From an optimization exercise on the open Yosys and OpenROAD flow, aimed at small area, a short achievable clock period and few clock cycles per item; shortcuts taken in it are not production practice. Only simulation tests tie the RTL to the original design; equivalence was not proved. Power and IR drop assume default switching activity.

[config.mk]
export PLATFORM = sky130hd
export DESIGN_NAME = packet_timestamp_interpolator
export DESIGN_NICKNAME = packet_timestamp_interpolator
export VERILOG_FILES = /design/flow/design.v
export SDC_FILE = /design/flow/constraint.sdc
export NUM_CORES = 4
export LEC_CHECK = 0
export CAP_MARGIN = 35
export CORE_MARGIN = 2
export CORE_UTILIZATION = 40
export SETUP_SLACK_MARGIN = 3.3
export SLEW_MARGIN = 35
export TNS_END_PERCENT = 100
[constraint.sdc]
create_clock -name core_clock -period 8.0 [get_ports {clk}]
set_input_delay 1.6000 -clock core_clock [delete_from_list [all_inputs] [get_ports {clk}]]
set_output_delay 1.6000 -clock core_clock [all_outputs]
set_load 0.01 [all_outputs]
[design.v]
`timescale 1ns / 1ps
module pti_unit
(
    input  logic        clk,
    input  logic        rst_n,
    input  logic        load,
    input  logic [16:0] ld_x,
    input  logic [16:0] ld_q,
    input  logic [16:0] ld_d1,
    input  logic [18:0] ld_d3,
    input  logic [3:0]  ld_cnt,
    input  logic        ld_rc,
    input  logic        take,         
    output logic        can_load,
    output logic        busy,
    output logic        rr_v,
    output logic        rr_rc,
    output logic [16:0] rr_ra,
    output logic [16:0] rr_qa
);
    logic        v, rc;
    logic [16:0] x, qq, d1;
    logic [18:0] d3;
    logic [3:0]  cnt;
    logic        fin, done_ok;
    logic [16:0] s1;
    logic [17:0] s2;
    logic [18:0] s3;
    logic        c1, c2, c3;
    logic [16:0] xn;
    logic [1:0]  dig;
    pti_add #(17) u_c1 (.a (x),                 .b (~d1),          .cin (1'b1), .s (s1), .cout (c1));
    pti_add #(18) u_c2 (.a ({1'b0, x}),         .b (~{d1, 1'b0}),  .cin (1'b1), .s (s2), .cout (c2));
    pti_add #(19) u_c3 (.a ({2'b00, x}),        .b (~d3),          .cin (1'b1), .s (s3), .cout (c3));
    assign dig = {c2, c3 | (c1 & !c2)};
    assign xn  = c3 ? s3[16:0] : (c2 ? s2[16:0] : (c1 ? s1 : x));
    assign fin      = v && (cnt <= 4'd1);
    assign done_ok  = fin && (!rr_v || take);
    assign can_load = !v || done_ok;
    assign busy     = v;
    always_ff @(posedge clk or negedge rst_n)
    begin
        if (!rst_n)
        begin
            v    <= 1'b0;
            rr_v <= 1'b0;
        end
        else
        begin
            if (load)
                v <= 1'b1;
            else if (done_ok)
                v <= 1'b0;
            if (done_ok)
                rr_v <= 1'b1;
            else if (take)
                rr_v <= 1'b0;
        end
    end
    always_ff @(posedge clk)
    begin
        if (load)
        begin
            rc  <= ld_rc;
            d1  <= ld_d1;
            d3  <= ld_d3;
            x   <= ld_x;
            qq  <= ld_q;
            cnt <= ld_cnt;
        end
        else if (v && !fin)
        begin
            x   <= xn;
            qq  <= {qq[14:0], dig};
            d1  <= {2'b00, d1[16:2]};
            d3  <= {2'b00, d3[18:2]};
            cnt <= cnt - 4'd1;
        end
        if (done_ok)
        begin
            rr_rc <= rc;
            if (cnt == 4'd0)
            begin
                rr_ra <= x;
                rr_qa <= qq;
            end
            else
            begin
                rr_ra <= xn;
                rr_qa <= {qq[14:0], dig};
            end
        end
    end
endmodule
`timescale 1ns / 1ps
module pti_add #(parameter int W = 8)
(
    input  logic [W-1:0] a,
    input  logic [W-1:0] b,
    input  logic         cin,
    output logic [W-1:0] s,
    output logic         cout
);
    localparam int N = W + 1;
    localparam int L = $clog2(N);
    logic [(L+1)*N-1:0] g, p;
    assign g[N-1:0] = {a & b, cin};
    assign p[N-1:0] = {a ^ b, 1'b0};
    for (genvar l = 0; l < L; l++)
    begin : lvl
        for (genvar i = 0; i < N; i++)
        begin : pos
            if (((i >> l) & 1) == 1)
            begin : comb
                localparam int J = ((i >> l) << l) - 1;
                assign g[(l+1)*N+i] = g[l*N+i] | (p[l*N+i] & g[l*N+J]);
                assign p[(l+1)*N+i] = p[l*N+i] & p[l*N+J];
            end
            else
            begin : pass
                assign g[(l+1)*N+i] = g[l*N+i];
                assign p[(l+1)*N+i] = p[l*N+i];
            end
        end
    end
    assign s    = p[W:1] ^ g[L*N+W-1:L*N];
    assign cout = g[L*N+W];
endmodule
`timescale 1ns / 1ps
module packet_timestamp_interpolator
(
    input  logic         clk,
    input  logic         rst_n,
    input  logic         cfg_valid,
    output logic         cfg_ready,
    input  logic [1:0]   cfg_index,
    input  logic [63:0]  cfg_data,
    input  logic         in_valid,
    output logic         in_ready,
    input  logic [15:0]  packet_length,
    input  logic [63:0]  cycle_count,
    output logic         out_valid,
    input  logic         out_ready,
    output logic [63:0]  timestamp,
    output logic         recalibrated
);
    function automatic [4:0] bitlen17(input [16:0] v);
        integer i;
        begin
            bitlen17 = 5'd0;
            for (i = 0; i < 17; i = i + 1)
                if (v[i]) bitlen17 = 5'(i + 1);
        end
    endfunction
    function automatic [4:0] bitlen23(input [22:0] v);
        integer i;
        begin
            bitlen23 = 5'd0;
            for (i = 0; i < 23; i = i + 1)
                if (v[i]) bitlen23 = 5'(i + 1);
        end
    endfunction
    localparam int W_IDLE = 0,
                   W_SUB  = 1,    
                   W_MUL  = 2,    
                   W_DIV  = 3,    
                   W_NOW  = 4,    
                   W_UPD  = 5,    
                   W_E    = 6,    
                   W_LT   = 7,    
                   W_SDIV = 8,    
                   W_SFIN = 9,    
                   W_SF2  = 10,   
                   W_M3   = 11;   
    localparam int NW = 12;
    assign cfg_ready = 1'b1;
    logic [33:0] tick;
    logic [63:0] base_cycles, base_time, anchor;
    logic [6:0]  items;
    logic [22:0] bytes, speed, qs, r;
    logic        qc;                   
    logic [4:0]  bls;                  
    logic [35:0] m3;                   
    logic        ib0_v, ib1_v, ib0_w, ib1_w, ib0_rc, ib1_rc, ib_full;
    logic [16:0] ib0_add, ib1_add;
    logic [4:0]  ib0_bla, ib1_bla;
    logic [2:0]  dsel, csel;
    logic        ua_can, ub_can, uc_can, ua_busy, ub_busy, uc_busy;
    logic        ua_rv, ub_rv, uc_rv, ua_rc, ub_rc, uc_rc;
    logic [16:0] ua_ra, ub_ra, uc_ra, ua_qa, ub_qa, uc_qa;
    logic        ua_load, ub_load, uc_load, ua_take, ub_take, uc_take;
    logic        rr_v, rr_rc, hl;
    logic [16:0] rr_ra, rr_qa;
    logic        h_v, h_rc;
    logic [16:0] h_ra, h_qa;
    logic [1:0]  qcnt;
    logic [22:0] e0_q, e1_q;
    logic        e0_c, e1_c, e0_rc, e1_rc;
    logic        ov, o_rc;
    logic [63:0] ts;
    logic [NW-1:0] st;
    logic [81:0] wn;
    logic [33:0] wr, dv;
    logic [6:0]  wcnt;
    logic        keep, big, nb, zin;    
    logic accept, is_cal;
    logic rr_cons, s2_load, pop;
    assign is_cal     = (items == 7'd64);
    assign rr_v       = (csel[0] && ua_rv) || (csel[1] && ub_rv) || (csel[2] && uc_rv);
    assign rr_rc      = (csel[0] && ua_rc) || (csel[1] && ub_rc) || (csel[2] && uc_rc);
    assign rr_ra      = ({17{csel[0]}} & ua_ra) | ({17{csel[1]}} & ub_ra) | ({17{csel[2]}} & uc_ra);
    assign rr_qa      = ({17{csel[0]}} & ua_qa) | ({17{csel[1]}} & ub_qa) | ({17{csel[2]}} & uc_qa);
    assign rr_cons    = h_v && (qcnt != 2'd2);
    assign hl         = rr_v && (!h_v || rr_cons);
    assign ua_take    = hl && csel[0];
    assign ub_take    = hl && csel[1];
    assign uc_take    = hl && csel[2];
    assign ua_load    = ib0_v && !ib0_w && dsel[0] && ua_can;
    assign ub_load    = ib0_v && !ib0_w && dsel[1] && ub_can;
    assign uc_load    = ib0_v && !ib0_w && dsel[2] && uc_can;
    assign s2_load    = ua_load || ub_load || uc_load;
    assign in_ready   = !ib_full;
    assign accept     = in_valid && !ib_full;
    assign pop        = (qcnt != 2'd0) && (!ov || out_ready);
    logic [16:0] in_add;
    logic [22:0] bytes_add;
    pti_add #(17) u_inadd (.a ({1'b0, packet_length}), .b (17'd24), .cin (1'b0), .s (in_add), .cout ());
    pti_add #(23) u_bytes (.a (bytes), .b ({6'd0, ib0_add}), .cin (1'b0), .s (bytes_add), .cout ());
    logic [4:0]  ld_j;
    logic [3:0]  ld_k;
    logic        ld_fast1, ld_fast0;
    logic [39:0] ld_sh1;
    logic [41:0] ld_sh3;
    logic [16:0] ld_x, ld_q;
    logic [3:0]  ld_cnt;
    assign ld_fast1 = (bls == 5'd1);
    assign ld_fast0 = (ib0_bla < bls);
    assign ld_j     = ib0_bla - bls;
    assign ld_k     = {ld_j[3:1], 1'b0};
    assign ld_sh1   = {17'd0, speed} << ld_k;
    assign ld_sh3   = {17'd0, m3[24:0]} << ld_k;
    assign ld_x     = ld_fast1 ? 17'd0 : ib0_add;
    assign ld_q     = ld_fast1 ? ib0_add : 17'd0;
    assign ld_cnt   = (ld_fast1 || ld_fast0) ? 4'd0 : ({1'b0, ld_j[3:1]} + 4'd1);
    pti_unit u_a
    (
        .clk (clk), .rst_n (rst_n), .load (ua_load),
        .ld_x (ld_x), .ld_q (ld_q), .ld_d1 (ld_sh1[16:0]), .ld_d3 (ld_sh3[18:0]),
        .ld_cnt (ld_cnt), .ld_rc (ib0_rc),
        .take (ua_take), .can_load (ua_can), .busy (ua_busy),
        .rr_v (ua_rv), .rr_rc (ua_rc), .rr_ra (ua_ra), .rr_qa (ua_qa)
    );
    pti_unit u_b
    (
        .clk (clk), .rst_n (rst_n), .load (ub_load),
        .ld_x (ld_x), .ld_q (ld_q), .ld_d1 (ld_sh1[16:0]), .ld_d3 (ld_sh3[18:0]),
        .ld_cnt (ld_cnt), .ld_rc (ib0_rc),
        .take (ub_take), .can_load (ub_can), .busy (ub_busy),
        .rr_v (ub_rv), .rr_rc (ub_rc), .rr_ra (ub_ra), .rr_qa (ub_qa)
    );
    pti_unit u_c
    (
        .clk (clk), .rst_n (rst_n), .load (uc_load),
        .ld_x (ld_x), .ld_q (ld_q), .ld_d1 (ld_sh1[16:0]), .ld_d3 (ld_sh3[18:0]),
        .ld_cnt (ld_cnt), .ld_rc (ib0_rc),
        .take (uc_take), .can_load (uc_can), .busy (uc_busy),
        .rr_v (uc_rv), .rr_rc (uc_rc), .rr_ra (uc_ra), .rr_qa (uc_qa)
    );
    logic [23:0] s3_t, s3_a, s3_b, s3_cc, s3_x, s3_y;
    logic [24:0] s3_t2;
    logic        s3_c;
    logic [22:0] s3_q;
    logic [16:0] s3_qa;
    assign s3_a  = {1'b0, r};
    assign s3_b  = {7'd0, h_ra};
    assign s3_cc = ~{1'b0, speed};
    assign s3_x  = s3_a ^ s3_b ^ s3_cc;
    assign s3_y  = (s3_a & s3_b) | (s3_a & s3_cc) | (s3_b & s3_cc);
    pti_add #(24) u_s3t  (.a (s3_a), .b (s3_b), .cin (1'b0), .s (s3_t), .cout ());
    pti_add #(25) u_s3t2 (.a ({1'b0, s3_x}), .b ({s3_y, 1'b0}), .cin (1'b1), .s (s3_t2), .cout ());
    assign s3_c  = s3_t2[24];
    assign s3_qa = st[W_E] ? 17'd0 : h_qa;
    pti_add #(23) u_s3q  (.a (qs), .b ({6'd0, s3_qa}), .cin (qc), .s (s3_q), .cout ());
    logic [63:0] ts_sum;
    pti_add #(64) u_ts (.a (anchor), .b ({41'd0, e0_q}), .cin (e0_c), .s (ts_sum), .cout ());
    logic [81:0] wa_b, wa_s;
    logic        wa_cin;
    assign wa_b   = ({82{st[W_SUB]}} & {17'h1ffff, ~base_cycles, 1'b1})
                  | ({82{st[W_MUL]}} & {wn[79:0], 2'b00})
                  | ({82{st[W_NOW]}} & {18'd0, base_time})
                  | ({82{st[W_E]}}   & {18'h3ffff, ~anchor});
    assign wa_cin = st[W_SUB] || st[W_E];
    pti_add #(82) u_wa (.a (wn), .b (wa_b), .cin (wa_cin), .s (wa_s), .cout ());
    logic [22:0] new_speed, speed_next, e_div;
    logic [33:0] m3_x;
    logic [35:0] m3_s;
    assign new_speed  = (wn[22:0] == 23'd0) ? 23'd1 : wn[22:0];
    assign speed_next = keep ? speed : new_speed;
    assign big        = (wr != 34'd0) || (dv[6:0] != 7'd0);
    assign e_div      = big ? 23'd1 : r;
    assign m3_x       = st[W_MUL] ? tick : (st[W_M3] ? dv : {11'd0, speed});
    pti_add #(36) u_m3 (.a ({2'b00, m3_x}), .b ({1'b0, m3_x, 1'b0}), .cin (1'b0), .s (m3_s), .cout ());
    logic [33:0] dv_sm;
    logic        skip, wdone;
    logic        b1, b2, wc1, wc2, wc3;
    logic [35:0] wr4, ws1, ws2, ws3, wrn;
    always_comb
    begin
        dv_sm[33] = dv[33];
        for (int i = 32; i >= 0; i--)
            dv_sm[i] = dv_sm[i+1] | dv[i];
    end
    assign skip = (wcnt >= (st[W_DIV] ? 7'd14 : 7'd8))
                  && ((dv_sm[8] && ((wr & ~{9'd0, dv_sm[33:9]}) == 34'd0))
                      || (dv_sm[0] && wr == 34'd0 && wn[81:74] == 8'd0));
    assign wdone = skip ? (wcnt == 7'd8) : (wcnt == 7'd2);
    assign b1  = !zin && wn[81];
    assign b2  = !zin && wn[80];
    assign wr4 = {wr, b1, b2};
    pti_add #(36) u_w1 (.a (wr4), .b (~{2'b00, dv}),       .cin (1'b1), .s (ws1), .cout (wc1));
    pti_add #(36) u_w2 (.a (wr4), .b (~{1'b0, dv, 1'b0}),  .cin (1'b1), .s (ws2), .cout (wc2));
    pti_add #(36) u_w3 (.a (wr4), .b (~m3),                .cin (1'b1), .s (ws3), .cout (wc3));
    assign wrn = wc3 ? ws3 : (wc2 ? ws2 : (wc1 ? ws1 : wr4));
    logic       mul_last;
    assign mul_last = st[W_MUL] && (wcnt == 7'd1) && ib0_v && ib0_w;
    logic [6:0] wcnt_dn;
    assign wcnt_dn = wcnt - (skip ? 7'd8 : 7'd2);
    logic [63:0] ela;
    assign ela = wa_s[63:0];
    logic        upd_go, lo_c, ovf, q_ge_r, q_lt_e, est_lt;
    assign upd_go = st[W_UPD] && ib0_v && ib0_w && !ua_busy && !ub_busy && !uc_busy && !ua_rv && !ub_rv && !uc_rv && !h_v && (qcnt == 2'd0);
    pti_add #(23) u_ovf (.a (anchor[22:0]), .b (qs), .cin (1'b0), .s (), .cout (lo_c));
    pti_add #(23) u_qge (.a (qs), .b (~r), .cin (1'b1), .s (), .cout (q_ge_r));
    assign ovf    = lo_c && (&anchor[63:23]);
    assign q_lt_e = big || !q_ge_r;
    assign est_lt = (nb != ovf) ? q_lt_e : nb;
    always_ff @(posedge clk or negedge rst_n)
    begin
        if (!rst_n)
        begin
            tick        <= 34'd1000000000;
            base_cycles <= '0;
            base_time   <= '0;
            anchor      <= '0;
            items       <= '0;
            bytes       <= '0;
            speed       <= 23'd1250;
            bls         <= 5'd11;
            m3          <= 36'd3750;
            qs          <= '0;
            qc          <= 1'b0;
            r           <= '0;
            ib0_v       <= 1'b0;
            ib1_v       <= 1'b0;
            ib_full     <= 1'b0;
            dsel        <= 3'b001;
            csel        <= 3'b001;
            h_v         <= 1'b0;
            qcnt        <= '0;
            ov          <= 1'b0;
            st          <= NW'(1);
        end
        else
        begin
            if (cfg_valid)
            begin
                case (cfg_index)
                    2'd0: tick        <= cfg_data[33:0];
                    2'd1: base_cycles <= cfg_data;
                    2'd2: base_time   <= cfg_data;
                    default: ;
                endcase
            end
            if (cfg_valid && cfg_index == 2'd2)
                anchor <= cfg_data;
            else if (st[W_LT] && est_lt)
                anchor <= wn[63:0];
            if (accept)
                items <= is_cal ? 7'd1 : items + 7'd1;
            case ({accept, s2_load})
                2'b10:
                begin
                    ib0_v   <= 1'b1;
                    ib1_v   <= ib0_v;
                    ib_full <= ib0_v;
                end
                2'b01:
                begin
                    ib0_v   <= ib1_v;
                    ib1_v   <= 1'b0;
                    ib_full <= 1'b0;
                end
                default: ;
            endcase
            if (st[W_SFIN])
                bytes <= '0;
            else if (s2_load)
                bytes <= bytes_add;
            if (s2_load)
                dsel <= {dsel[1:0], dsel[2]};
            if (hl)
                csel <= {csel[1:0], csel[2]};
            if (hl)
                h_v <= 1'b1;
            else if (rr_cons)
                h_v <= 1'b0;
            if (st[W_SFIN])
            begin
                qs <= '0;
                qc <= 1'b0;
                r  <= '0;
            end
            else if (st[W_E])
            begin
                qs <= s3_q;
                qc <= 1'b0;
                r  <= ela[22:0];
            end
            else if (rr_cons)
            begin
                qs <= s3_q;
                qc <= s3_c;
                r  <= s3_c ? s3_t2[22:0] : s3_t[22:0];
            end
            if (mul_last || st[W_M3] || st[W_SF2])
                m3 <= m3_s;
            case ({rr_cons, pop})
                2'b10:   qcnt <= qcnt + 2'd1;
                2'b01:   qcnt <= qcnt - 2'd1;
                default: ;
            endcase
            if (pop)
                ov <= 1'b1;
            else if (out_ready)
                ov <= 1'b0;
            if (st[W_IDLE] && accept && is_cal) st <= NW'(1) << W_SUB;
            if (st[W_SUB])                      st <= NW'(1) << W_MUL;
            if (mul_last)                       st <= NW'(1) << W_DIV;
            if (st[W_DIV] && wdone)             st <= NW'(1) << W_NOW;
            if (st[W_NOW])                      st <= NW'(1) << W_UPD;
            if (upd_go)                         st <= NW'(1) << W_E;
            if (st[W_E])                        st <= NW'(1) << W_LT;
            if (st[W_LT])                       st <= NW'(1) << W_M3;
            if (st[W_M3])                       st <= NW'(1) << W_SDIV;
            if (st[W_SDIV] && wdone)            st <= NW'(1) << W_SFIN;
            if (st[W_SFIN])                     st <= NW'(1) << W_SF2;
            if (st[W_SF2])                      st <= NW'(1) << W_IDLE;
            if (st[W_SFIN])
            begin
                speed <= speed_next;
                bls   <= bitlen23(speed_next);
            end
        end
    end
    always_ff @(posedge clk)
    begin
        if (accept && (!ib0_v || (s2_load && !ib1_v)))
        begin
            ib0_add <= in_add;
            ib0_bla <= bitlen17(in_add);
            ib0_rc  <= is_cal;
            ib0_w   <= is_cal;
        end
        else if (s2_load)
        begin
            ib0_add <= ib1_add;
            ib0_bla <= ib1_bla;
            ib0_rc  <= ib1_rc;
            ib0_w   <= ib1_w;
        end
        else if (st[W_SF2])
            ib0_w   <= 1'b0;
        if (accept && ib0_v && !(s2_load && !ib1_v))
        begin
            ib1_add <= in_add;
            ib1_bla <= bitlen17(in_add);
            ib1_rc  <= is_cal;
            ib1_w   <= is_cal;
        end
        if (hl)
        begin
            h_ra <= rr_ra;
            h_qa <= rr_qa;
            h_rc <= rr_rc;
        end
        if (rr_cons && (qcnt == 2'd0 || (qcnt == 2'd1 && pop)))
        begin
            e0_q  <= s3_q;
            e0_c  <= s3_c;
            e0_rc <= h_rc;
        end
        else if (pop)
        begin
            e0_q  <= e1_q;
            e0_c  <= e1_c;
            e0_rc <= e1_rc;
        end
        if (rr_cons && qcnt == 2'd1 && !pop)
        begin
            e1_q  <= s3_q;
            e1_c  <= s3_c;
            e1_rc <= h_rc;
        end
        if (pop)
        begin
            ts   <= ts_sum;
            o_rc <= e0_rc;
        end
        if (st[W_IDLE] && accept && is_cal)
            wn <= {17'd0, cycle_count, 1'b0};
        if (st[W_SUB])
        begin
            wn   <= {17'd0, wa_s[64:0]};
            wcnt <= 7'd7;
            dv   <= tick;
        end
        if (st[W_MUL] && (wcnt != 7'd1 || mul_last))
        begin
            wn   <= wa_s;
            wcnt <= (wcnt == 7'd1) ? 7'd88 : wcnt - 7'd1;
            wr   <= '0;
            zin  <= 1'b0;
        end
        if (st[W_DIV] || st[W_SDIV])
        begin
            if (skip)
            begin
                wr <= {wr[25:0], wn[81:74]};
                wn <= {wn[73:0], 8'd0};
            end
            else
            begin
                wr <= wrn[33:0];
                wn <= {wn[79:0], wc2, wc3 | (wc1 & !wc2)};
            end
            wcnt <= wcnt_dn;
            zin  <= st[W_DIV] && (wcnt_dn <= 7'd6);
        end
        if (st[W_NOW])
            wn <= {18'd0, wa_s[63:0]};
        if (st[W_E])
        begin
            wr      <= ela[56:23];
            dv[6:0] <= ela[63:57];
            nb      <= !wa_s[64];
        end
        if (st[W_LT])
        begin
            keep <= !big && (r == 23'd0);
            wn   <= big ? 82'd0 : {1'b0, bytes, 58'd0};
            wr   <= '0;
            wcnt <= 7'd24;
            dv   <= {11'd0, e_div};
            zin  <= 1'b0;
        end
    end
    assign out_valid    = ov;
    assign timestamp    = ts;
    assign recalibrated = o_rc;
endmodule
[run.sh]
#!/bin/bash
# synth_recipe.tcl (not shown) runs the flow's synth.tcl, then flattens the netlist and writes it again
# the make line also repeats each setting of config.mk as NAME=value (left out here)
make -C /OpenROAD-flow-scripts/flow DESIGN_CONFIG=/design/flow/config.mk WORK_HOME=/design/flow/orfs CLKGATE_MAP_FILE= SYNTH_SCRIPT=/design/flow/synth_recipe.tcl finish
==> impl_metrics.yaml, run 1 <==
sta:
  fmax_ghz: 0.2142
  drv_slew: 0
  grt_setup_unrepaired: "yes"
  fin_crit_ns: 4.669
  fin_skew_ns: 0.04556
  setup_viol: 0
  finalCritPeriodShare_pct: 58.36
  hold-worst-slack_ns: 0.4156
  timing.final.ws_setup_ns: 3.331
  timing.slew.headroom_pct: 27.38
  worst_pin_slew_ns: 1.078
  hold_violations: 0
  setup_tns_ns: 0
clock_network:
  h-tree-depth: 4
  cts.clk_slew.worst_paths_ns: 0.06
  clkLatencyLatePin_ns: 0.82
  cts_max_path_buffers: 3
  cts-root-buf: "clkbuf_16"
  numCtsBuffers: 136
  cts.sinks: 1084
  tritoncts: "yes"
  holdBufCountCts: 0
grt:
  grt_pass1_wl_um: 400300
  grt-ovfl-total: 0
  grt_usage_pct: 28.62
  grt_max_degree: 159
  grt_pass1_vias: 59257
  antenna_found_initial: 12
yosys:
  synth_top_area_cell: "edfxtp_1"
  ys_seq_area_share_pct: 40.77
  syn_nets: 8721
  yosysTopAreaCellShare_pct: 25.81
  yosys-top-cells-area: "edfxtp_1, dfrtp_1, ha_1, nand2_1, o21ai_0"
  syn_area_um2: 73770
  synth_cell_types: 102
  synthArstFlopShare_pct: 36.62
  synth_edf_count: 634
  ys_ff_latch: 1084
  syn-instance-count: 7920
  yosysWarnings: 2
  synth-main-ff-cell: "edfxtp_1"
  syn_avg_cell_area_um2: 9.314
drt:
  wl_per_cell_um: 25.93
  via_per_inst: 5.947
  drc: 0
  routed_wl_um: 275400
  drt-initial-drc-count: 7643
  drtPass1Iterations: 6
  highest_layer: "met5"
  ant_nets: 0
  via_count: 63151
  routed-wl-met3_um: 27800
  dr_wl_met2_um: 117000
  wl_met1_um: 118400
placed_design:
  place_ws_ns: 1.936
  dpl_cell_area_um2: 78520
  dp.cells: 10311
  gp_congestion: 0.9875
  io_buffers: 217
  dp_hpwl_um: 199100
setup_path:
  critical-path-max-stage-delay_ns: 0.69
  arrival_ns: 5.41
  startpoint_type: "register"
  end_kind: "register"
  criticalPathCategory: "reg2reg"
  crit_slowest_cell: "o41ai_1"
  path_max_fanout: 5
  path_cells: "nand2b_1 > inv_1 > ha_1 > nor2b_1 > o21a_1 > o21ai_1 > a21oi_1 > o31a_1 > o31ai_4 > a211oi_2 > o41ai_4 > buf_4 > nor2_1 > o21a_1 > o41ai_1 > a222oi_1 > a21oi_1"
  worstPathRequired_ns: 8.74
floorplan:
  initial_core_util_pct: 40.29
  dieArea_um2: 187900
  die_width_um: 433.4
  coreArea_um2: 183100
  die_y_um: 433.4
  io_pins: 219
  rows: 157
finish:
  layout_common_cells: "nand2_1, edfxtp_1, inv_1, ha_1, o21ai_0"
  postLayoutCoreUtil_pct: 46.10
  stdcell_count: 10619
  areaGrowthSynthToFinish_pct: 14.41
  final_common_cell: "nand2_1"
  fin_area_um2: 84390
  drive_gt1_share_pct: 9.272
  nNetsFinal: 8830
power:
  peakVddDrop_mv: 0.2045
  intPower_mw: 10.12
  p_sw_share_pct: 24.45
  p_switching_mw: 3.276
  power.density_nw_per_um2: 158.8
  share_comb_of_total_power_pct: 5.3
  p_clk_share_pct: 47.5
  power.leakage_nw: 35.26
  p_seq_share_pct: 47.3
  p_total_mw: 13.40
run_status:
  status: "timing/DRC/antenna clean"
flow_run:
  maxCapViolations: 0
worst_hold_path:
  min_path_type: "reg2reg"
## final cells by class
class                           count  area, µm²
Timing Repair inverter              1      8.758
Multi-Input combinational cell   5882      40810
Tap cell                         2464       3083
Inverter                          551       2085
Clock buffer                      183       3826
Antenna cell                       12      30.03
Fill cell                       17497      98690
Timing Repair Buffer              373       3745
Sequential cell                  1084      30100
Clock inverter                     69      706.9
## state kept, by name (all words and copies together) (netlist names), 34 cells and up
| name | count |
|---|---|
| base_time | 64 |
| ts | 64 |
| base_cycles | 64 |
| wr | 34 |
| tick | 34 |
| anchor | 64 |
| m3 | 36 |
| wn | 82 |
| dv | 34 |
## routing by layer
layer | up-vias | track usage, %
met1 | 30892 | 40.35
met5 | - | 0
li1 | 28745 | -
met4 | 6 | 11.45
met2 | 3017 | 41.97
met3 | 491 | 6.927
## cell usage after synthesis, types with 65 or more instances
| master | count |
|---|---|
| xnor2_1 | 223 |
| nand3_1 | 164 |
| a21o_1 | 123 |
| nor2b_1 | 82 |
| a211oi_1 | 65 |
| ha_1 | 551 |
| mux2_2 | 133 |
| nor2_1 | 508 |
| inv_1 | 550 |
| edfxtp_1 | 634 |
| o22ai_1 | 72 |
| nor3_1 | 121 |
| fa_1 | 99 |
| a21oi_1 | 527 |
| dfrtp_1 | 366 |
| a221o_1 | 66 |
| o21ai_0 | 530 |
| mux2i_1 | 130 |
| o221ai_1 | 84 |
| clkbuf_1 | 320 |
| o21a_1 | 80 |
| xor2_1 | 150 |
| nand2_1 | 1306 |
## power groups by stage
stage	logic [mW]	registers, mW	clock network [mW]
final	0.709	6.33	6.36
after global routing	0.783	6.35	6.64
after CTS	0.692	6.32	6.42
after detailed placement	0.682	6.42	0
after global placement	0.668	6.43	0
after floorplan	0.411	6.32	0
## logic make-up after synthesis
family / Yosys count / share of synthesized area, %
simple gates: 2487 / 14.58
flops: 1084 / 40.77
buf+inv: 955 / 5.077
mux: 278 / 4.252
compound gates: 2092 / 18.86
other cells: 1 / 0.005084
fa+ha+maj: 650 / 12.03
xor+xnor: 373 / 4.429
## repair_timing
| action | CTS | global route |
|---|---|---|
| pin swaps | 6 | 26 |
| gates resized for setup | 55 | 101 |
| gates cloned | 2 | 3 |
| setup buffers | 9 | 27 |
| endpoints found under the setup margin | 257 | 272 |
## critical path: cells and delay by family, from the launching register on
family	cells	cell delay [ns]
AOI/OAI and AO/OA	11	3.16
DFF	1	0.46
and+or+nand+nor	3	0.36
buffers and inverters	2	0.32
adders and majority gates	1	0.29
## path summary, 6_finish.rpt
kind                                      start                  end  slack, ns  cells after the start
min in group asynchronous                 rst_n   m3[32]$_DFFE_PN0P_       0.68                      1
min                             e0_rc$_DFFE_PP_       o_rc$_DFFE_PP_       0.42                      0
max in group asynchronous                 rst_n   bls[1]$_DFFE_PN1P_       5.66                      4
min reg2reg                     e0_rc$_DFFE_PP_       o_rc$_DFFE_PP_       0.42                      0
max                        wn[81]$_SDFFCE_PP0P_  wr[33]$_SDFFE_PP0P_       3.33                     17
max reg2reg                wn[81]$_SDFFCE_PP0P_  wr[33]$_SDFFE_PP0P_       3.33                     17
Testbench counts, summed over its fixed seeds: cycles 4,279, items 2,560.
==> run 2: changes to the inputs <==
--- a/config.mk
+++ b/config.mk
@@ -9,3 +9,3 @@
 export CORE_MARGIN = 2
-export CORE_UTILIZATION = 40
+export CORE_UTILIZATION = 55
 export SETUP_SLACK_MARGIN = 3.3
==> run 2 against run 1 <==
  * Global-route usage increased by 9.7 points
  * Register-to-register slack worse by 0.05 ns
  * Combinational power is 0.7% lower
  * Clock power shrank 5.8%
  * Non-clock buffer count rose by 11
  * Sequential power is essentially flat
  * Sequential cell count unchanged
  * Still clean on timing, DRC and antenna
  * Total power down 3.0%
  * Routed wire length down 2.5%
  * Count of clock-buffer cells in the layout shrank 35
  * First-iteration DRC count rose by 1.9%
  * Area after synthesis unchanged
==> impl_metrics.yaml, run 2 <==
setup_path:
  crit_buf_inv: 5
  path_max_fanout: 22
  worstPathRequired_ns: 8.49
  crit_slowest_cell: "dfrtp_4"
  arrival_ns: 5.21
  end_kind: "register"
  startpoint_type: "register"
  path_cells: "buf_4 > buf_16 > a221o_1 > ha_1 > a21o_1 > a21o_1 > a21oi_1 > o21ai_4 > a21o_4 > a211oi_4 > buf_6 > buf_6 > a211oi_1 > o21ai_1 > a21oi_2 > or4_1 > o311ai_1 > xor2_1 > buf_4 > o22ai_1"
  criticalPathCategory: "reg2reg"
  critical-path-max-stage-delay_ns: 0.60
  critical_path.top_delay_family: "compound AO/OA/AOI/OAI gates"
drt:
  ant_nets: 0
  drt-initial-drc-count: 7787
  routed_wl_um: 268500
  via_per_inst: 6.405
  drtPass1Iterations: 9
  drc: 0
  wl_per_cell_um: 27.11
  via_count: 63430
floorplan:
  coreArea_um2: 133300
  die_width_um: 370.2
  die_y_um: 370.2
  dieArea_um2: 137100
  initial_core_util_pct: 55.34
  rows: 134
  io_pins: 219
grt:
  grt_pass1_vias: 58901
  grt-ovfl-total: 0
  antenna_found_initial: 8
  grt_max_degree: 126
  grt_pass1_wl_um: 392400
  grt_usage_pct: 38.31
yosys:
  yosysTopAreaCellShare_pct: 25.81
  syn-instance-count: 7920
  ys_seq_area_share_pct: 40.77
  synth.most_common_cell: "nand2_1"
  synth_cell_types: 102
  yosysWarnings: 2
  synth-main-ff-cell: "edfxtp_1"
  syn_avg_cell_area_um2: 9.314
  netlist_top_cells_count: "nand2_1, edfxtp_1, ha_1, inv_1, o21ai_0"
  yosys-top-cells-area: "edfxtp_1, dfrtp_1, ha_1, nand2_1, o21ai_0"
  synth_top_area_cell: "edfxtp_1"
  ys_ff_latch: 1084
  synth_edf_count: 634
  synthArstFlopShare_pct: 36.62
  syn_nets: 8721
  syn_area_um2: 73770
worst_hold_path:
  min_path_type: "reg2reg"
power:
  intPower_mw: 9.881
  p_clk_share_pct: 46.1
  share_comb_of_total_power_pct: 5.4
  p_seq_share_pct: 48.5
  p_switching_mw: 3.116
  p_total_mw: 13.00
  power.density_nw_per_um2: 156.3
  power.leakage_nw: 35.09
  p_sw_share_pct: 23.98
  peakVddDrop_mv: 0.1874
sta:
  worst_pin_slew_ns: 1.217
  setup_viol: 0
  finalCritPeriodShare_pct: 59.01
  timing.final.ws_setup_ns: 3.279
  hold_violations: 0
  fin_skew_ns: 0.05683
  setup_tns_ns: 0
  drv_slew: 0
  fin_crit_ns: 4.721
  timing.slew.headroom_pct: 17.99
  fmax_ghz: 0.2118
  grt_setup_unrepaired: "yes"
finish:
  regMostFlops: "wn"
  fin_area_um2: 83150
  final_common_cell: "nand2_1"
  layout_common_cells: "nand2_1, edfxtp_1, inv_1, ha_1, a21oi_1"
  final.fill_count: 11318
  drive_gt1_share_pct: 9.186
  areaGrowthSynthToFinish_pct: 12.72
  nNetsFinal: 8824
  largest_reg_flops: 82
clock_network:
  cts.clk_slew.worst_paths_ns: 0.07
  clkLatencyLatePin_ns: 0.77
  cts_max_path_buffers: 3
  numCtsBuffers: 121
  cts-root-buf: "clkbuf_16"
  h-tree-depth: 3
  cts.sinks: 1084
  holdBufCountCts: 0
  tritoncts: "yes"
placed_design:
  io_buffers: 217
  place_ws_ns: 2.052
  dp_hpwl_um: 196400
  gp_congestion: 0.9789
  dpl_cell_area_um2: 77630
run_status:
  status: "timing/DRC/antenna clean"
flow_run:
  maxCapViolations: 0
-- run 2: cell counts after synthesis --
Identical to the previous run, type by type.
-- run 2: repair_timing --
item | 4_1_cts | 5_1_grt
resized for setup | 53 | 97
cloned | 0 | 3
setup endpoints to repair | 233 | 293
setup buffers | 17 | 30
pin swaps | 6 | 22
-- run 2: through the flow --
step                utilization (%)  instances  hold WS [ns]
global route                  62.38       9900        0.4318
global placement              58.19       9611        0.4039
CTS                           61.70       9862        0.4251
detailed placement            58.24       9613        0.4075
finish                        62.38       9903        0.4271
floorplan                         -       7920        0.4003
-- run 2: logic make-up after synthesis --
family / count (synthesis) / share of synthesized area (%)
compound gates: 2092 / 18.86
xor+xnor: 373 / 4.429
fa+ha+maj: 650 / 12.03
buf+inv: 955 / 5.077
flops: 1084 / 40.77
mux: 278 / 4.252
other cells: 1 / 0.005084
simple gates: 2487 / 14.58
-- run 2: worst paths after layout --
kind,startpoint,to,slack (ns),cells after the start
setup / recovery,st[6]$_DFF_PN0_,wn[52]$_SDFFCE_PP0P_,3.28,20
hold / removal,u_c.rc$_DFFE_PP_,u_c.rr_rc$_DFFE_PP_,0.43,0
setup reg to reg,st[6]$_DFF_PN0_,wn[52]$_SDFFCE_PP0P_,3.28,20
hold reg to reg,u_c.rc$_DFFE_PP_,u_c.rr_rc$_DFFE_PP_,0.43,0
max in group asynchronous,rst_n,st[9]$_DFF_PN0_,5.80,3
min in group asynchronous,rst_n,anchor[44]$_DFFE_PN0P_,0.69,1
-- run 2: final cells by class --
type,instances,area [µm²],share of cell area [%]
clock buffer,148,3191,3.837
sequential,1084,30100,36.20
multi-input combinational,5881,40780,49.05
tap,1768,2212,2.660
clock inverter,84,1021,1.228
antenna,3,7.507,0.009029
timing repair buffer,384,3747,4.507
inverter,551,2088,2.511
-- run 2: power groups by stage --
stage / clock network [mW] / registers, mW / logic, mW
after floorplan: 0 / 6.32 / 0.411
after global placement: 0 / 6.40 / 0.664
after detailed placement: 0 / 6.40 / 0.683
after CTS: 6.03 / 6.29 / 0.690
after global routing: 6.23 / 6.32 / 0.777
final: 5.99 / 6.30 / 0.704
-- run 2: metal layers --
metal  wire, µm  global-route usage, %  vias to the layer above
met5         58                      0                        -
met4      11550                  14.34                        8
met3      31420                  10.12                      543
met2     113900                  55.98                     3381
met1     111600                  54.41                    30809
li1           -                      -                    28689
-- run 2: worst reg2reg max path: stages (launching register included) --
cell and delay [ns]:
dfrtp_4 0.60, buf_4 0.20, buf_16 0.16, a221o_1 0.39
ha_1 0.19, a21o_1 0.18, a21o_1 0.19, a21oi_1 0.25
o21ai_4 0.15, a21o_4 0.26, a211oi_4 0.22, buf_6 0.17
buf_6 0.14, a211oi_1 0.09, o21ai_1 0.23, a21oi_2 0.10
or4_1 0.41, o311ai_1 0.11, xor2_1 0.19, buf_4 0.15
o22ai_1 0.07
==> run 3: changes to the inputs <==
--- a/config.mk
+++ b/config.mk
@@ -7,7 +7,7 @@
 export LEC_CHECK = 0
-export CAP_MARGIN = 35
+export CAP_MARGIN = 20
 export CORE_MARGIN = 2
-export CORE_UTILIZATION = 55
+export CORE_UTILIZATION = 40
 export SETUP_SLACK_MARGIN = 3.3
-export SLEW_MARGIN = 35
+export SLEW_MARGIN = 20
 export TNS_END_PERCENT = 100
==> run 3 against run 2 <==
  * Still clean on timing, DRC and antenna
  * Clock power rose by 5.2%
  * Routed wire length grew 2.6%
  * Worst setup slack improved by 0.085 ns
  * Combinational power is essentially flat
  * Design area up 1.2%
  * Sequential power hardly changed
  * First-iteration DRC count hardly changed
  * Critical endpoint unchanged
  * Highest routed layer unchanged
==> impl_metrics.yaml, run 3 <==
clock_network:
  cts.sinks: 1084
  cts.clk_slew.worst_paths_ns: 0.06
  tritoncts: "yes"
  holdBufCountCts: 0
  h-tree-depth: 4
  cts-root-buf: "clkbuf_16"
  numCtsBuffers: 133
  clkLatencyLatePin_ns: 0.80
  cts_max_path_buffers: 3
yosys:
  yosysTopAreaCellShare_pct: 25.81
  yosys-top-cells-area: "edfxtp_1, dfrtp_1, ha_1, nand2_1, o21ai_0"
  yosysWarnings: 2
  synth_cell_types: 102
  syn-instance-count: 7920
  synth-main-ff-cell: "edfxtp_1"
  netlist_top_cells_count: "nand2_1, edfxtp_1, ha_1, inv_1, o21ai_0"
  syn_nets: 8721
  synth.most_common_cell: "nand2_1"
  synth_edf_count: 634
  syn_area_um2: 73770
  ys_seq_area_share_pct: 40.77
  ys_ff_latch: 1084
  synth_top_area_cell: "edfxtp_1"
  synthArstFlopShare_pct: 36.62
  syn_avg_cell_area_um2: 9.314
setup_path:
  crit_slowest_cell: "dfrtp_4"
  r2r_end: "wn[52]$_SDFFCE_PP0P_"
  startpoint_type: "register"
  reg2reg_depth: 16
  r2r-start: "st[6]$_DFF_PN0_"
  end_kind: "register"
  rrSetupSlack_ns: 3.36
  critical-path-max-stage-delay_ns: 0.63
  arrival_ns: 5.14
  path_max_fanout: 14
  path_cells: "buf_6 > a221o_1 > ha_1 > a2111o_1 > o21ai_4 > o21ai_4 > a21o_4 > a211oi_4 > buf_6 > a211oi_1 > o21ai_1 > a21oi_1 > or4_1 > o311ai_0 > xor2_1 > o22ai_1"
  criticalPathCategory: "reg2reg"
  worstPathRequired_ns: 8.50
drt:
  drtPass1Iterations: 10
  drt-initial-drc-count: 7783
  via_count: 63391
  drc: 0
  routed_wl_um: 275400
  ant_nets: 0
  via_per_inst: 5.977
  wl_per_cell_um: 25.96
floorplan:
  rows: 157
  initial_core_util_pct: 40.29
  io_pins: 219
  coreArea_um2: 183100
  die_y_um: 433.4
  dieArea_um2: 187900
  die_width_um: 433.4
sta:
  timing.slew.headroom_pct: 17.25
  fin_crit_ns: 4.636
  fin_skew_ns: 0.03789
  timing.final.ws_setup_ns: 3.364
  setup_viol: 0
  setup_tns_ns: 0
  finalCritPeriodShare_pct: 57.95
  worst_pin_slew_ns: 1.241
  grt_setup_unrepaired: "yes"
  hold_violations: 0
  drv_slew: 0
  fmax_ghz: 0.2157
worst_hold_path:
  min_to: "u_b.rr_rc$_DFFE_PP_"
  min_path_type: "reg2reg"
  worst_hold_path.num_cells: 0
  hold_start: "u_b.rc$_DFFE_PP_"
finish:
  final.fill_count: 17535
  regMostFlops: "wn"
  largest_reg_flops: 82
  final_common_cell: "nand2_1"
  nNetsFinal: 8827
  postLayoutCoreUtil_pct: 45.98
  layout_common_cells: "nand2_1, edfxtp_1, inv_1, ha_1, o21ai_0"
  areaGrowthSynthToFinish_pct: 14.12
  drive_gt1_share_pct: 9.167
power:
  p_total_mw: 13.33
  power.density_nw_per_um2: 158.4
  peakVddDrop_mv: 0.1637
  power.leakage_nw: 35.19
placed_design:
  io_buffers: 217
  dp_hpwl_um: 198900
  place_ws_ns: 1.921
  gp_congestion: 0.9875
grt:
  antenna_found_initial: 12
  grt_max_degree: 159
  grt_usage_pct: 28.65
  grt_pass1_wl_um: 400900
  grt-ovfl-total: 0
  grt_pass1_vias: 59646
flow_run:
  maxCapViolations: 0
run_status:
  status: "timing/DRC/antenna clean"
-- run 3: changes by cell type in the layout (fill, tap and decap cells not counted), sizes merged, moves of 6 or more --
cell      delta
clkbuf      +31
bufinv       -8
buf         -11
clkinvlp     -6
-- run 3: metal layers --
| layer | vias to the layer above | GRT usage (%) | routed length (µm) |
|---|---|---|---|
| met5 | - | 0 | 26 |
| li1 | 28672 | - | - |
| met4 | 4 | 11.84 | 12870 |
| met1 | 30991 | 40.53 | 117600 |
| met3 | 523 | 6.503 | 28420 |
| met2 | 3201 | 42.00 | 116400 |
-- run 3: metrics by stage --
| step | hold slack, ns | std cells | cell area (µm²) |
|---|---|---|---|
| floorplan | 0.4003 | 7920 | 73790 |
| global placement | 0.4059 | 10311 | 78460 |
| detailed placement | 0.4056 | 10311 | 78470 |
| CTS | 0.4192 | 10574 | 83440 |
| global route | 0.4211 | 10603 | 84180 |
| finish | 0.4159 | 10606 | 84180 |
-- run 3: what timing repair did --
action / in CTS / in global routing
pin swaps: 7 / 28
resized for setup: 60 / 102
setup endpoints to repair: 284 / 280
cloned: 3 / 2
setup buffers: 13 / 24
-- run 3: cell type report --
cell class	instances	area [µm²]	area share, %
multi-input cells	5882	40760	48.42
flip-flops and latches	1084	30100	35.76
clock buffers	179	3734	4.435
repair buffers	373	3649	4.334
well taps	2464	3083	3.662
inverters	551	2088	2.481
clock inverters	68	745.7	0.8858
diodes	4	10.01	0.01189
repair inverters	1	8.758	0.01040
-- run 3: critical path: cells and delay by family (launching register included) --
kind                     cells  cell delay (ns)
AND/OR/NAND/NOR              1             0.41
buffers and inverters        2             0.40
flip-flops                   1             0.63
AO/OA/AOI/OAI               11             2.42
adder cells (fa/ha/maj)      1             0.22
XOR/XNOR                     1             0.25
-- run 3: report_power, final --
part | total [mW] | switching (mW) | leakage, nW | internal, mW
Clock | 6.30 | 2.66 | 2.18 | 3.64
Sequential | 6.33 | 0.215 | 10.6 | 6.11
Combinational | 0.706 | 0.380 | 22.4 | 0.326
Total | 13.3 | 3.25 | 35.2 | 10.1
-- run 3: how the worst max path moves through the flow --
stage / startpoint / to / slack, ns / cells past startpoint
6_report: st[6]$_DFF_PN0_ / wn[52]$_SDFFCE_PP0P_ / 3.36 / 16
5_1_grt: dv[4]$_DFFE_PP_ / wr[17]$_SDFFE_PP0P_ / 3.23 / 14
4_1_cts: st[2]$_DFFE_PN0P_ / wr[19]$_SDFFE_PP0P_ / 3.29 / 19
3_5_place_dp: st[1]$_DFF_PN0_ / wn[64]$_DFFE_PP_ / 1.92 / 20
3_3_place_gp: st[1]$_DFF_PN0_ / wn[64]$_DFFE_PP_ / 2.03 / 20
2_1_floorplan: st[1]$_DFF_PN0_ / wn[64]$_DFFE_PP_ / 3.32 / 21
-- run 3: logic make-up after synthesis --
kind of cell / count (synthesis) / share of synthesized area (%)
mux: 278 / 4.252
buf+inv: 955 / 5.077
other cells: 1 / 0.005084
simple gates: 2487 / 14.58
fa+ha+maj: 650 / 12.03
compound gates: 2092 / 18.86
flops: 1084 / 40.77
xor+xnor: 373 / 4.429
==> run 4: changes to the inputs <==
--- a/config.mk
+++ b/config.mk
@@ -7,7 +7,7 @@
 export LEC_CHECK = 0
-export CAP_MARGIN = 20
+export CAP_MARGIN = 35
 export CORE_MARGIN = 2
 export CORE_UTILIZATION = 40
-export SETUP_SLACK_MARGIN = 3.3
-export SLEW_MARGIN = 20
+export SETUP_SLACK_MARGIN = 3.5
+export SLEW_MARGIN = 35
 export TNS_END_PERCENT = 100
==> run 4 against run 3 <==
  * Still clean on timing, DRC and antenna
  * Design area grew 1.6%
  * Combinational power up 1%
  * Cell count rose by 0.45%
  * Via count rose by 0.86%
  * Sequential share of layout area shrank 0.54 points
  * Register-to-register slack better by 0.11 ns
  * Worst setup slack gained 0.11 ns
  * Utilization rose by 0.72 points
  * Global-route usage rose by 0.45 points
  * Count of clock-buffer cells in the layout shrank 18
  * Total power increased by 2.2%
  * Maximum frequency is 2.5% higher
  * Highest routed layer unchanged
==> impl_metrics.yaml, run 4 <==
power:
  peakVddDrop_mv: 0.1819
  p_total_mw: 13.62
  power.leakage_nw: 35.72
  power.density_nw_per_um2: 159.3
finish:
  final_common_cell: "nand2_1"
  regMostFlops: "wn"
  areaGrowthSynthToFinish_pct: 15.92
  nNetsFinal: 8872
  final.fill_count: 17400
  drive_gt1_share_pct: 10.55
  layout_common_cells: "nand2_1, edfxtp_1, inv_1, ha_1, o21ai_0"
  multi_input_area_um2: 41370
  largest_reg_flops: 82
  seqCellArea_um2: 30110
drt:
  routed_wl_um: 282900
  ant_nets: 0
  via_count: 63934
  drt-initial-drc-count: 7880
  via_per_inst: 6.001
  drc: 0
  drtPass1Iterations: 8
  wl_per_cell_um: 26.55
setup_path:
  path_max_fanout: 21
  rrSetupSlack_ns: 3.48
  r2r_end: "wn[81]$_SDFFCE_PP0P_"
  cp-endpoint: "wn[81]$_SDFFCE_PP0P_"
  startpoint_type: "register"
  worstPathRequired_ns: 8.52
  arrival_ns: 5.04
  r2r-start: "st[1]$_DFF_PN0_"
  startpoint: "st[1]$_DFF_PN0_"
  reg2reg_depth: 18
  criticalPathCategory: "reg2reg"
  end_kind: "register"
sta:
  setup_tns_ns: 0
  grt_setup_unrepaired: "yes"
  timing.slew.headroom_pct: 20.49
  drv_slew: 0
  worst_pin_slew_ns: 1.180
  hold_violations: 0
  fmax_ghz: 0.2211
  fin_crit_ns: 4.523
  setup_viol: 0
  finalCritPeriodShare_pct: 56.53
  fin_skew_ns: 0.03784
yosys:
  ys_ff_latch: 1084
  synth.most_common_cell: "nand2_1"
  ys_seq_area_share_pct: 40.77
  synth-main-ff-cell: "edfxtp_1"
  synth_cell_types: 102
  synth_edf_count: 634
  synthArstFlopShare_pct: 36.62
  synth_top_area_cell: "edfxtp_1"
  yosysWarnings: 2
  netlist_top_cells_count: "nand2_1, edfxtp_1, ha_1, inv_1, o21ai_0"
  syn_area_um2: 73770
  syn_avg_cell_area_um2: 9.314
  syn-instance-count: 7920
  yosys-top-cells-area: "edfxtp_1, dfrtp_1, ha_1, nand2_1, o21ai_0"
  syn_nets: 8721
  yosysTopAreaCellShare_pct: 25.81
floorplan:
  initial_core_util_pct: 40.29
  coreArea_um2: 183100
  io_pins: 219
  dieArea_um2: 187900
  rows: 157
  die_width_um: 433.4
  die_y_um: 433.4
clock_network:
  cts.sinks: 1084
  cts_max_path_buffers: 3
  tritoncts: "yes"
  cts-root-buf: "clkbuf_16"
  clkLatencyLatePin_ns: 0.82
  cts.clk_slew.worst_paths_ns: 0.06
  numCtsBuffers: 134
  h-tree-depth: 4
  holdBufCountCts: 0
run_status:
  status: "timing/DRC/antenna clean"
grt:
  grt-ovfl-total: 0
  grt_pass1_wl_um: 405700
  antenna_found_initial: 12
  grt_pass1_vias: 60218
  grt_usage_pct: 29.10
  grt_max_degree: 154
worst_hold_path:
  min_path_type: "reg2reg"
flow_run:
  maxCapViolations: 0
placed_design:
  io_buffers: 217
  dp_hpwl_um: 201500
  gp_congestion: 0.9766
-- run 4: changes by cell type in the layout (fill, tap and decap cells not counted), moves of 14 or more --
cell | previous run | this run
a21oi_1 | 512 | 498
clkbuf_8 | 19 | 4
ha_1 | 542 | 528
ha_4 | 6 | 21
buf_4 | 126 | 143
buf_6 | 10 | 25
-- run 4: logic make-up (layout without fill, tap and decap cells) --
logic type | after synthesis | in the layout | share of synthesized area, %
buf+inv | 955 | 1213 | 5.077
mux | 278 | 278 | 4.252
flops | 1084 | 1084 | 40.77
compound gates | 2092 | 2094 | 18.86
fa+ha+maj | 650 | 650 | 12.03
simple gates | 2487 | 2490 | 14.58
other cells | 1 | 8 | 0.005084
xor+xnor | 373 | 373 | 4.429
-- run 4: layout make-up --
class                   instances  area share [%]
clock buffers                 161           4.186
diodes                          7         0.02049
inverters                     551           2.458
repair inverters                1         0.01024
repair buffers                413           4.824
well taps                    2464           3.605
clock inverters                87           1.293
flip-flops and latches       1084           35.22
multi-input cells            5886           48.38
-- run 4: how the worst min path moves through the flow --
stage	endpoint	depth (start not counted)	start	slack (ns)
floorplan	o_rc$_DFFE_PP_	0	e0_rc$_DFFE_PP_	0.40
global placement	u_c.rr_rc$_DFFE_PP_	0	u_c.rc$_DFFE_PP_	0.40
detailed placement	u_c.rr_rc$_DFFE_PP_	0	u_c.rc$_DFFE_PP_	0.41
CTS	u_c.rr_rc$_DFFE_PP_	0	u_c.rc$_DFFE_PP_	0.42
global route	u_c.rr_rc$_DFFE_PP_	0	u_c.rc$_DFFE_PP_	0.42
finish	u_a.rr_rc$_DFFE_PP_	0	u_a.rc$_DFFE_PP_	0.42
-- run 4: repair_timing --
action / CTS / global route
cloned: 3 / 9
gates resized for setup: 103 / 166
endpoints found under the setup margin: 416 / 417
setup buffers: 36 / 33
pin swaps: 19 / 51
endpoints found under the hold margin: 0 / 0
-- run 4: power breakdown --
part / total (mW) / internal (mW) / switching, mW
Combinational: 0.716 / 0.332 / 0.384
Sequential: 6.33 / 6.11 / 0.218
Clock: 6.57 / 3.88 / 2.69
Total: 13.6 / 10.3 / 3.29
-- run 4: stage by stage --
step	instance area (µm²)	cells	setup WS, ns	hold WS [ns]	util, %
floorplan	73800	7920	3.501	0.4003	-
detailed placement	78530	10312	2.412	0.4052	42.90
global route	85500	10649	3.363	0.4199	46.70
finish	85510	10654	3.477	0.4210	46.71
CTS	84100	10599	3.498	0.4185	45.94
global placement	78470	10311	2.503	0.4039	42.86
-- run 4: worst max-delay path, cell delays in order (launching register included) --
cell and delay [ns]:
dfrtp_2 0.43, bufinv_16 0.27, bufbuf_16 0.33, o21ai_0 0.11, a221o_2 0.40, ha_1 0.23, a21o_1 0.18, a21o_1 0.19
a21o_1 0.17, a21o_1 0.18, a21o_1 0.20, a31o_2 0.29, a31oi_2 0.26, a21oi_4 0.11, a21oi_4 0.22, nor3_1 0.11
a2111oi_2 0.27, xnor2_1 0.16, o22ai_1 0.09
-- run 4: metal layers --
layer / GRT usage (%) / share of wire [%] / up-vias / routed length, µm
met3: 6.562 / 10 / 541 / 29570
met4: 11.76 / 4.6 / 2 / 12960
met1: 41.00 / 42 / 31351 / 120100
met2: 43.02 / 42 / 3241 / 120200
li1: - / - / 28799 / -
met5: 0 / 0.0046 / - / 13

-- separate check: timing with driven ports --
No port has a modelled driver above. Below, the same layouts with a new extraction and two added sets of constraints. Step 1, drivers: a clkbuf_16 drives clk and a buf_2 each remaining input, both assumed. Step 2 moves the port delays by t, midway between the first and last clock arrival at a register: inputs arrive t later, outputs are due t later. That takes back most of the time a late clock gives input paths. Slacks: no drivers / after step 1 / after step 2; pairs: no drivers / after step 1.
run | t, ns | slack for setup (ns) | hold WS [ns] | worst slew at a driven data input, ns | pins driven straight from the clock port
run 1 | 0.884 | 3.331 / 3.331 / 3.235 | 0.416 / 0.416 / 0.416 | 0.05 | 1
run 2 | 0.824 | 3.279 / 3.279 / 2.897 | 0.427 / 0.427 / 0.427 | 0.05 | 1
run 3 | 0.867 | 3.364 / 3.364 / 3.048 | 0.416 / 0.416 / 0.416 | 0.05 | 1
run 4 | 0.883 | 3.477 / 3.477 / 2.956 | 0.421 / 0.421 / 0.421 | 0.06 | 1
After both steps setup and hold are still met in every run listed. For run 4, which loses most, drivers alone change the setup slack by 0.000 ns; drivers and shift together by -0.521 ns.
